This is an optimization exercise on Yosys and OpenROAD, whose aim is small area, a short achievable clock period and few clock cycles, not a production implementation.
The RTL was checked by simulation tests, not by an equivalence proof against the original design.
No activity file was given, so power comes from the tool's default toggle rates.

== run a ==
==> flow/design.v (excerpt) <==
module alu_arbiter #(
  parameter int MUL_LAT = 3
) (
  input  logic        clk,
  input  logic        reset,
  input  logic        i_reqA_valid,
  input  logic        i_reqB_valid,
  output logic        o_reqA_ready,
  output logic        o_reqB_ready,
  input  logic [31:0] i_reqA_op1,
  input  logic [31:0] i_reqA_op2,
  input  logic [31:0] i_reqB_op1,
  input  logic [31:0] i_reqB_op2,
  input  logic [3:0]  i_reqA_sel,
  input  logic [3:0]  i_reqB_sel,
  output logic        o_rsp_valid,
  input  logic        i_rsp_ready,
  output logic        o_rsp_id,
  output logic [31:0] o_rsp_data,
  output logic        o_rsp_zflag,
  output logic        o_busy
);
Settings: LEC_CHECK=0, ABC_AREA=1, ABC_CLOCK_PERIOD_IN_PS=4500, CAP_MARGIN=20, CORE_MARGIN=2, CORE_UTILIZATION=40, SETUP_SLACK_MARGIN=5.0, SLEW_MARGIN=20; clock period 9.5 ns.
standard.sh (not shown) runs the stock make flow with config.mk's settings and CLKGATE_MAP_FILE= SYNTH_SCRIPT=/design/flow/synth_recipe.tcl, a recipe that flattens the netlist after the stock synthesis.
==> flow/flow/run.sh <==
#!/bin/bash
# Standard ORFS layout with two changes:
#  - after the standard synthesis, fa_flip.py removes inverters around the
#    full-adder cells (a full adder is self-dual, so each one may be used in
#    inverted form); registers, ports and all other cells are unchanged;
#  - the port buffers are buf_1 cells (the resizer may upsize them) instead
#    of the default delay-buffer cell.
set -euo pipefail
R=orfs/results/${FLOW_PLATFORM}/alu_arbiter/base
bash standard.sh synth > log_synth.txt 2>&1
python3 flow/fa_flip.py $R/1_2_yosys.v $R/1_2_yosys.flip.v > log_faflip.txt 2>&1
mv $R/1_2_yosys.flip.v $R/1_2_yosys.v
rm -f $R/1_synth.odb $R/1_synth.sdc
bash standard.sh BUFFER_PORTS_ARGS="-buffer_cell sky130_fd_sc_hd__buf_1" finish > log_layout.txt 2>&1
Other scripts of this flow, unchanged in this note and not shown: flow/flow/fa_flip.py
Run a did not stop at any stage, and its layout met the timing, DRC and antenna checks.
Testbench counts of run a, summed over its fixed seeds: cycles 2,416.
diff inputs: run a => run b
--- a/flow/design.v
+++ b/flow/design.v
@@ -12,90 +12,94 @@
   input  logic [31:0] i_reqB_op1,
   input  logic [31:0] i_reqB_op2,
   input  logic [3:0]  i_reqA_sel,
   input  logic [3:0]  i_reqB_sel,
   output logic        o_rsp_valid,
   input  logic        i_rsp_ready,
   output logic        o_rsp_id,
   output logic [31:0] o_rsp_data,
   output logic        o_rsp_zflag,
   output logic        o_busy
 );
   logic        last_b;       
-  logic        grant_b, stall, accept;
+  logic        cap_b, cap_v, other_v, stall, acc_ok, accept;
   logic [31:0] a, b;
   logic [3:0]  sel;
   logic        is_mul, is_add, is_sub, is_and, is_or, is_slt;
   logic [31:0] ax, ay;
   logic [15:0] d_one, d_two, d_neg;
   logic        v1, id1;      
+  logic        pick;         
   logic [31:0] ma;           
   logic [31:0] ay1;          
   logic        cin1;         
   logic [15:0] bo, bt, bn;   
   logic        v2, id2;      
   logic        cin2;
-  assign grant_b      = i_reqB_valid & (~i_reqA_valid | ~last_b);
+  assign other_v = id1 ? i_reqA_valid : i_reqB_valid;
+  assign cap_b   = v1 ? ~id1 : pick;
+  assign cap_v   = cap_b ? i_reqB_valid : i_reqA_valid;
   assign stall        = v2 & ~i_rsp_ready;
-  assign o_reqA_ready = ~reset & ~stall & i_reqA_valid & ~grant_b;
-  assign o_reqB_ready = ~reset & ~stall & grant_b;
+  assign acc_ok       = v1 & ~stall & ~reset & ~(other_v & (last_b == id1));
+  assign o_reqA_ready = acc_ok & ~id1 & i_reqA_valid;
+  assign o_reqB_ready = acc_ok & id1 & i_reqB_valid;
   assign accept       = o_reqA_ready | o_reqB_ready;
   assign o_rsp_valid  = v2;
   assign o_rsp_id     = id2;
-  assign o_busy       = v1 | v2;
-  assign a   = grant_b ? i_reqB_op1 : i_reqA_op1;
-  assign b   = grant_b ? i_reqB_op2 : i_reqA_op2;
-  assign sel = grant_b ? i_reqB_sel : i_reqA_sel;
+  assign o_busy       = v2;
+  assign a   = cap_b ? i_reqB_op1 : i_reqA_op1;
+  assign b   = cap_b ? i_reqB_op2 : i_reqA_op2;
+  assign sel = cap_b ? i_reqB_sel : i_reqA_sel;
   assign is_and = (sel == 4'b0000);
   assign is_or  = (sel == 4'b0001);
   assign is_add = (sel == 4'b0010);
   assign is_mul = (sel == 4'b0011);
   assign is_sub = (sel == 4'b0110);
   assign is_slt = (sel == 4'b0111);
   assign ax = ({32{is_add | is_sub | is_mul}} & a) | ({32{is_and}} & (a & b)) |
               ({32{is_or}} & (a | b)) | {31'b0, is_slt & (a < b)};
   assign ay = ({32{is_add}} & b) | ({32{is_sub}} & ~b);
   always_comb begin
     for (int i = 0; i < 16; i++) begin
       logic b1, b0, bm;
       b1 = b[2*i+1];
       b0 = b[2*i];
       bm = (i == 0) ? 1'b0 : b[2*i-1];
       d_one[i] = is_mul & (b0 ^ bm);
       d_two[i] = is_mul & ((b1 & ~b0 & ~bm) | (~b1 & b0 & bm));
       d_neg[i] = is_mul & b1;
     end
     d_one[0] = ~is_mul | (b[0]);
   end
   always_ff @(posedge clk or posedge reset) begin
     if (reset) begin
       last_b <= 1'b1;
+      pick   <= 1'b0;
       v1     <= 1'b0;
       v2     <= 1'b0;
-    end else if (!stall) begin
-      if (accept) last_b <= grant_b;
-      v1 <= accept;
-      v2 <= v1;
+    end else begin
+      v1 <= cap_v;
+      pick <= v1 ? id1 : ~pick;
+      if (accept) last_b <= id1;
+      if (!stall) v2 <= accept;
     end
   end
   always_ff @(posedge clk) begin
-    if (!stall) begin
-      id1  <= grant_b;
-      ma   <= ax;
-      ay1  <= ay;
-      cin1 <= is_sub;
-      bo   <= d_one;
-      bt   <= d_two;
-      bn   <= d_neg;
-    end
+    id1  <= cap_b;
+    ma   <= ax;
+    ay1  <= ay;
+    cin1 <= is_sub;
+    bo   <= d_one;
+    bt   <= d_two;
+    bn   <= d_neg;
   end
   wire pp0_0 = (bo[0] & ma[0]) ^ bn[0];
   wire pp0_1 = ((bo[0] & ma[1]) | (bt[0] & ma[0])) ^ bn[0];
   wire pp0_2 = ((bo[0] & ma[2]) | (bt[0] & ma[1])) ^ bn[0];
   wire pp0_3 = ((bo[0] & ma[3]) | (bt[0] & ma[2])) ^ bn[0];
   wire pp0_4 = ((bo[0] & ma[4]) | (bt[0] & ma[3])) ^ bn[0];
   wire pp0_5 = ((bo[0] & ma[5]) | (bt[0] & ma[4])) ^ bn[0];
   wire pp0_6 = ((bo[0] & ma[6]) | (bt[0] & ma[5])) ^ bn[0];
   wire pp0_7 = ((bo[0] & ma[7]) | (bt[0] & ma[6])) ^ bn[0];
   wire pp0_8 = ((bo[0] & ma[8]) | (bt[0] & ma[7])) ^ bn[0];
   wire pp0_9 = ((bo[0] & ma[9]) | (bt[0] & ma[8])) ^ bn[0];
   wire pp0_10 = ((bo[0] & ma[10]) | (bt[0] & ma[9])) ^ bn[0];
Results
- Run b supports a lower top clock frequency than run a.
- Run b vs run a, clock-buffer cell count went up by 1.
- Run b — hold slack 0.021 ns higher, run a as reference
- The final reports for run b and run a show power density over the cells lower in the former.
- Run b against run a; final cell area excluding filler cells is down by a few percent.
- The fraction of standard cell area that is sequential of run b falls short of that of run a by 3.3 points.
- Looking at length of the first detailed-routing pass in iterations, run b sits 3 below run a.
- Re combinational share of power: run a was higher than run b.
- According to the power report, total power for run b is lower than for run a.
- Setup slack: run b less than run a
- | leakage component of the power | run b vs run a | better |
Testbench counts of run b, summed over its fixed seeds: cycles 2,416.

[afterwards: timing with drivers on the ports]
No port has a modelled driver above. Below, the same layouts with a new extraction and two added sets of constraints.
Step 1, drivers: a clkbuf_16 drives clk and a buf_2 each remaining input, both assumed.
Step 2 adds t to the input delays and takes it off the output delays; t is the mean of the earliest and latest rising clock arrival at the registers after step 1. Input paths then give back, and output paths get back, about the clock's delay inside the block.
Three values: no drivers, after step 1, after step 2; two values: the first two.
run | t, ns | setup WS [ns] | worst hold slack (ns) | clock arrival spread, ns | worst slew at a driven data input, ns
run a | 0.532 | 4.983 / 4.926 / 4.733 | 0.421 / 0.421 / 0.421 | 0.014 / 0.013 | 0.06
run b | 0.526 | 4.932 / 4.907 / 4.886 | 0.441 / 0.441 / 0.441 | 0.021 / 0.021 | 0.04
After both steps setup and hold are still met in every run listed. The setup slack of run a, which loses most, moves by -0.057 ns with the drivers and by -0.250 ns with both steps.
